What follows belongs to an exercise in optimizing a design on an open flow for small area; a production flow would make more cautious choices. Only simulation tests tie the RTL to the original design; equivalence was not proved. Power is estimated from default activity; no workload was simulated.

==> flow/design.v <==
module dds_multichannel_avalon #(
   parameter int unsigned N_CH      = 4,
   parameter int unsigned INC_WIDTH = 32,
   parameter int unsigned PHASE_W   = 14,
   parameter int unsigned DWELL_W   = 16,
   parameter int unsigned ADDR_W    = 5
) (
   input  logic                      i_clk,
   input  logic                      i_rst_n,
   input  logic                      chipselect,
   input  logic                      write,
   input  logic                      read,
   input  logic [ADDR_W-1:0]         address,
   input  logic [31:0]               writedata,
   output logic [31:0]               readdata,
   output logic [N_CH*PHASE_W-1:0]   o_phase,
   output logic [N_CH-1:0]           o_valid,
   output logic                      o_irq
);
   localparam int unsigned CH_W = ADDR_W - 3;
   localparam int unsigned IW   = 32;
   localparam int unsigned HW   = 16;
   logic [2:0]      reg_sel;
   logic [CH_W-1:0] ch_sel;
   logic            wr_en, rd_en, cmd_wr;
   logic [N_CH-1:0] hit, commit, clear;
   logic [N_CH-1:0] irq_ch;
   logic [31:0]     rd_val;
   logic [31:0]     rd_ch [N_CH];
   logic init_q;
   assign reg_sel = address[2:0];
   assign ch_sel  = address[ADDR_W-1:3];
   assign wr_en   = chipselect & write;
   assign rd_en   = chipselect & read;
   assign cmd_wr  = wr_en & (reg_sel == 3'd7) & (|hit);
   always_comb begin
      hit    = '0;
      commit = '0;
      clear  = '0;
      for (int k = 0; k < N_CH; k++) begin
         hit[k]    = (ch_sel == CH_W'(k));
         commit[k] = cmd_wr & (writedata[2] | (hit[k] & writedata[0]));
         clear[k]  = cmd_wr & writedata[1] & (writedata[2] | hit[k]);
      end
   end
   always_ff @(posedge i_clk or negedge i_rst_n) begin
      if (!i_rst_n) begin
         init_q   <= 1'b0;
         readdata <= '0;
      end else begin
         init_q <= 1'b1;
         if (rd_en) readdata <= rd_val;
      end
   end
   always_comb begin
      rd_val = '0;
      for (int k = 0; k < N_CH; k++) rd_val = rd_val | rd_ch[k];
   end
   for (genvar k = 0; k < N_CH; k++) begin : g_ch
      logic [4:0]         ctrl_sh;
      logic [IW-1:0]      inc_sh, ofs_sh, step_sh, lim_sh;
      logic [DWELL_W-1:0] dwell_sh;
      logic               en_q, dir_q, auto_q, irqen_q, stepnz_q;
      logic [IW-1:0]      start_q, ofs_q, lim_q;
      logic [IW-1:0]      sd_q;        
      logic [DWELL_W-1:0] dwell_q;
      logic [HW-1:0]      acc_lo, acc_hi;
      logic               acc_c;
      logic [PHASE_W-1:0] phase_q;
      logic [IW-1:0]      cur_q;
      logic [DWELL_W-1:0] cnt_q;       
      logic               dwell_st_q;  
      logic               done_q;
      logic               we;
      logic [HW-1:0]      inc_lo, inc_hi, sum_lo, sum_hi, acc_lo_d, acc_hi_d;
      logic               c_lo, c_hi, zero;
      logic               kq;
      logic [PHASE_W-1:0] ph_sum;
      logic               ph_co;
      logic [HW-1:0]      ph_y0;
      logic [HW:0]        ph_t;
      logic [IW-1:0]      nxt;
      logic               nxt_co, over, tick, cmp_co;
      assign we = wr_en & hit[k];
      assign zero   = clear[k] | ~init_q;
      assign inc_lo = cur_q[HW-1:0] & {HW{en_q}};
      assign inc_hi = cur_q[IW-1:HW] & {HW{en_q}};
      dds_rca #(.W(HW)) u_acc_lo (.a(acc_lo), .b(inc_lo), .ci(1'b0), .s(sum_lo), .co(c_lo));
      dds_rca #(.W(HW)) u_acc_hi (.a(acc_hi), .b(inc_hi), .ci(acc_c), .s(sum_hi), .co(c_hi));
      assign acc_lo_d = sum_lo & {HW{~zero}};
      assign acc_hi_d = sum_hi & {HW{~zero}};
      dds_ctree #(.W(HW)) u_k (.a(acc_lo), .b(ofs_q[HW-1:0]), .ci(1'b0), .co(kq));
      dds_rca #(.W(HW)) u_ph (.a(acc_hi), .b(ofs_q[IW-1:HW]), .ci(acc_c), .s(ph_y0),
                              .co(ph_co));
      always_comb begin
         ph_t[0] = kq;
         for (int i = 0; i < HW; i++) ph_t[i+1] = ph_t[i] & ph_y0[i];
      end
      assign ph_sum = ph_y0[HW-1:2] ^ ph_t[HW-1:2];
      dds_bk #(.W(IW)) u_nxt (.a(cur_q), .b(sd_q), .ci(dir_q), .s(nxt), .co(nxt_co));
      dds_ctree #(.W(IW)) u_ovr (.a(nxt), .b(~lim_q), .ci(dir_q), .co(cmp_co));
      assign over = (nxt_co ^ dir_q) | (cmp_co ^ dir_q);
      assign tick = dwell_st_q & (cnt_q == '0) & stepnz_q;
      always_ff @(posedge i_clk or negedge i_rst_n) begin
         if (!i_rst_n) begin
            ctrl_sh    <= '0;
            en_q       <= 1'b0;
            dwell_st_q <= 1'b0;
            done_q     <= 1'b0;
            phase_q    <= '0;
         end else begin
            if (we && reg_sel == 3'd0) ctrl_sh <= writedata[4:0];
            if (en_q) phase_q <= ph_sum;
            if (commit[k]) begin
               en_q       <= ctrl_sh[0];
               dwell_st_q <= ctrl_sh[0] & ctrl_sh[1];
               done_q     <= 1'b0;
            end else if (tick && over) begin
               done_q <= 1'b1;
               if (!auto_q) dwell_st_q <= 1'b0;
            end
         end
      end
      always_ff @(posedge i_clk) begin
         if (we && reg_sel == 3'd1) inc_sh <= writedata;
         else if (!init_q)          inc_sh <= '0;
         if (we && reg_sel == 3'd2) ofs_sh <= writedata;
         else if (!init_q)          ofs_sh <= '0;
         if (we && reg_sel == 3'd3) step_sh <= writedata;
         else if (!init_q)          step_sh <= '0;
         if (we && reg_sel == 3'd4) lim_sh <= writedata;
         else if (!init_q)          lim_sh <= '0;
         if (we && reg_sel == 3'd5) dwell_sh <= writedata[DWELL_W-1:0];
         else if (!init_q)          dwell_sh <= '0;
         if (commit[k]) begin
            dir_q    <= ctrl_sh[2];
            auto_q   <= ctrl_sh[3];
            irqen_q  <= ctrl_sh[4];
            start_q  <= inc_sh;
            ofs_q    <= ofs_sh;
            sd_q     <= step_sh ^ {IW{ctrl_sh[2]}};
            stepnz_q <= |step_sh;
            lim_q    <= lim_sh;
            dwell_q  <= dwell_sh;
         end
         acc_lo <= acc_lo_d;
         acc_hi <= acc_hi_d;
         acc_c  <= c_lo & ~zero;
         if (commit[k])         cnt_q <= dwell_sh;
         else if (cnt_q == '0)  cnt_q <= dwell_q;
         else                   cnt_q <= cnt_q - 1'b1;
         if (!init_q)           cur_q <= '0;
         else if (commit[k])    cur_q <= inc_sh;
         else if (tick) begin
            if (!over)          cur_q <= nxt;
            else if (auto_q)    cur_q <= start_q;
            else                cur_q <= lim_q;
         end
      end
      always_comb begin
         rd_ch[k] = '0;
         if (hit[k]) begin
            case (reg_sel)
               3'd0: rd_ch[k] = 32'(ctrl_sh);
               3'd1: rd_ch[k] = init_q ? inc_sh         : '0;
               3'd2: rd_ch[k] = init_q ? ofs_sh         : '0;
               3'd3: rd_ch[k] = init_q ? step_sh        : '0;
               3'd4: rd_ch[k] = init_q ? lim_sh         : '0;
               3'd5: rd_ch[k] = init_q ? 32'(dwell_sh)  : '0;
               3'd6: rd_ch[k] = init_q ? cur_q          : '0;
               3'd7: rd_ch[k] = {29'd0, done_q, dwell_st_q, en_q};
            endcase
         end
      end
      assign o_phase[k*PHASE_W +: PHASE_W] = phase_q;
      assign o_valid[k] = en_q;
      assign irq_ch[k]  = done_q & irqen_q;
   end
   assign o_irq = |irq_ch;
endmodule
module dds_rca #(
   parameter int unsigned W = 8
) (
   input  logic [W-1:0] a,
   input  logic [W-1:0] b,
   input  logic         ci,
   output logic [W-1:0] s,
   output logic         co
);
   logic [W:0] c;
   always_comb begin
      c[0] = ci;
      for (int i = 0; i < W; i++) begin
         s[i]   = a[i] ^ b[i] ^ c[i];
         c[i+1] = (a[i] & b[i]) | (a[i] & c[i]) | (b[i] & c[i]);
      end
   end
   assign co = c[W];
endmodule
module dds_bk #(
   parameter int unsigned W = 32
) (
   input  logic [W-1:0] a,
   input  logic [W-1:0] b,
   input  logic         ci,
   output logic [W-1:0] s,
   output logic         co
);
   logic [W-1:0] p, g, gg, pp;
   logic [W:0]   c;
   always_comb begin
      p  = a ^ b;
      g  = a & b;
      gg = g;
      pp = p;
      gg[0] = g[0] | (p[0] & ci);
      for (int d = 1; d < W; d = d * 2) begin
         for (int i = 2 * d - 1; i < W; i = i + 2 * d) begin
            gg[i] = gg[i] | (pp[i] & gg[i-d]);
            pp[i] = pp[i] & pp[i-d];
         end
      end
      for (int d = W / 4; d >= 1; d = d / 2) begin
         for (int i = 3 * d - 1; i < W; i = i + 2 * d) begin
            gg[i] = gg[i] | (pp[i] & gg[i-d]);
            pp[i] = pp[i] & pp[i-d];
         end
      end
      c[0] = ci;
      for (int i = 0; i < W; i++) c[i+1] = gg[i];
      s = p ^ c[W-1:0];
   end
   assign co = c[W];
endmodule
module dds_ctree #(
   parameter int unsigned W = 32
) (
   input  logic [W-1:0] a,
   input  logic [W-1:0] b,
   input  logic         ci,
   output logic         co
);
   localparam int unsigned N = W + 1;
   logic [N-1:0] g, p;
   always_comb begin
      g[0] = ci;
      p[0] = 1'b0;
      for (int i = 0; i < W; i++) begin
         g[i+1] = a[i] & b[i];
         p[i+1] = a[i] | b[i];
      end
      for (int d = 1; d < N; d = d * 2) begin
         for (int i = N - 1; i >= d; i = i - 2 * d) begin
            g[i] = g[i] | (p[i] & g[i-d]);
            p[i] = p[i] & p[i-d];
         end
      end
   end
   assign co = g[N-1];
endmodule
clock: 8.0 ns
lec_check: 0
cap_margin: 20
core_margin: 2
core_utilization: 85
cts_cluster_diameter: 80
cts_cluster_size: 25
slew_margin: 20
run.sh (not shown) runs the stock make flow with config.mk's settings and CLKGATE_MAP_FILE= SYNTH_SCRIPT=/design/flow/synth_recipe.tcl, a recipe that flattens the netlist after the stock synthesis.
The first run finished clean.
Rerun with:
Settings changed: CORE_UTILIZATION 85 to 75, CTS_CLUSTER_SIZE 25 to 28.
The changed run finished clean; utilization goes down by 10 points; final area stays flat; flip-flop and latch count does not change; synthesized cell count does not change; clock skew goes down by 0.0087 ns; non-clock buffer count goes up by 1.
Rerun with:
Settings changed: CORE_UTILIZATION 75 to 40, CTS_CLUSTER_SIZE 28 to 25.
Final cell count rose by roughly a tenth.
Clock-buffer cell count rose by 2.
Synthesized area does not change.
Total power rose by a little under a tenth.
Combinational power rose by a few percent.
Worst setup slack gains 0.077 ns.
Maximum frequency rose slightly.
Rerun with:
Settings changed: CORE_UTILIZATION 40 to 75.
The changed run finished with timing, DRC and antenna clean.
Die area is lower by 46%.
Worst setup slack got worse by 0.048 ns.
Core utilization is higher by 36 points.
Global-route usage is higher by 20 points.
Via count is higher by about 5%.
Synthesized cell count stays the same.
Non-clock buffer count is lower by 4.

re-timing with driven ports:
In the flow no input, the clock included, has a driving cell. The finished layouts below were timed again as built, in two steps. Step 1 sets driving cells, clkbuf_16 on the clock port and buf_2 on the other inputs (assumed; they add their load-dependent delay and slew). Step 2 times the ports against the registers' clock, not the clock port: input delays grow and output delays shrink by t, the midpoint of the rising clock arrivals with the driver on. a / b / c = no drivers / after step 1 / after step 2; a / b = the first two.
run | t, ns | slack for setup (ns) | clock arrival spread, ns | slew at the worst register clock pin (ns) | pins driven straight from the clock port
the first run | 0.770 | 0.236 / 0.236 / 0.236 | 0.043 / 0.043 | 0.11 / 0.11 | 1
the second run | 0.760 | 0.507 / 0.507 / 0.507 | 0.039 / 0.039 | 0.12 / 0.12 | 1
the third run | 0.841 | 0.584 / 0.584 / 0.584 | 0.061 / 0.061 | 0.11 / 0.11 | 1
the fourth run | 0.770 | 0.536 / 0.536 / 0.536 | 0.034 / 0.033 | 0.11 / 0.11 | 1
After both steps every run listed still meets setup and hold.
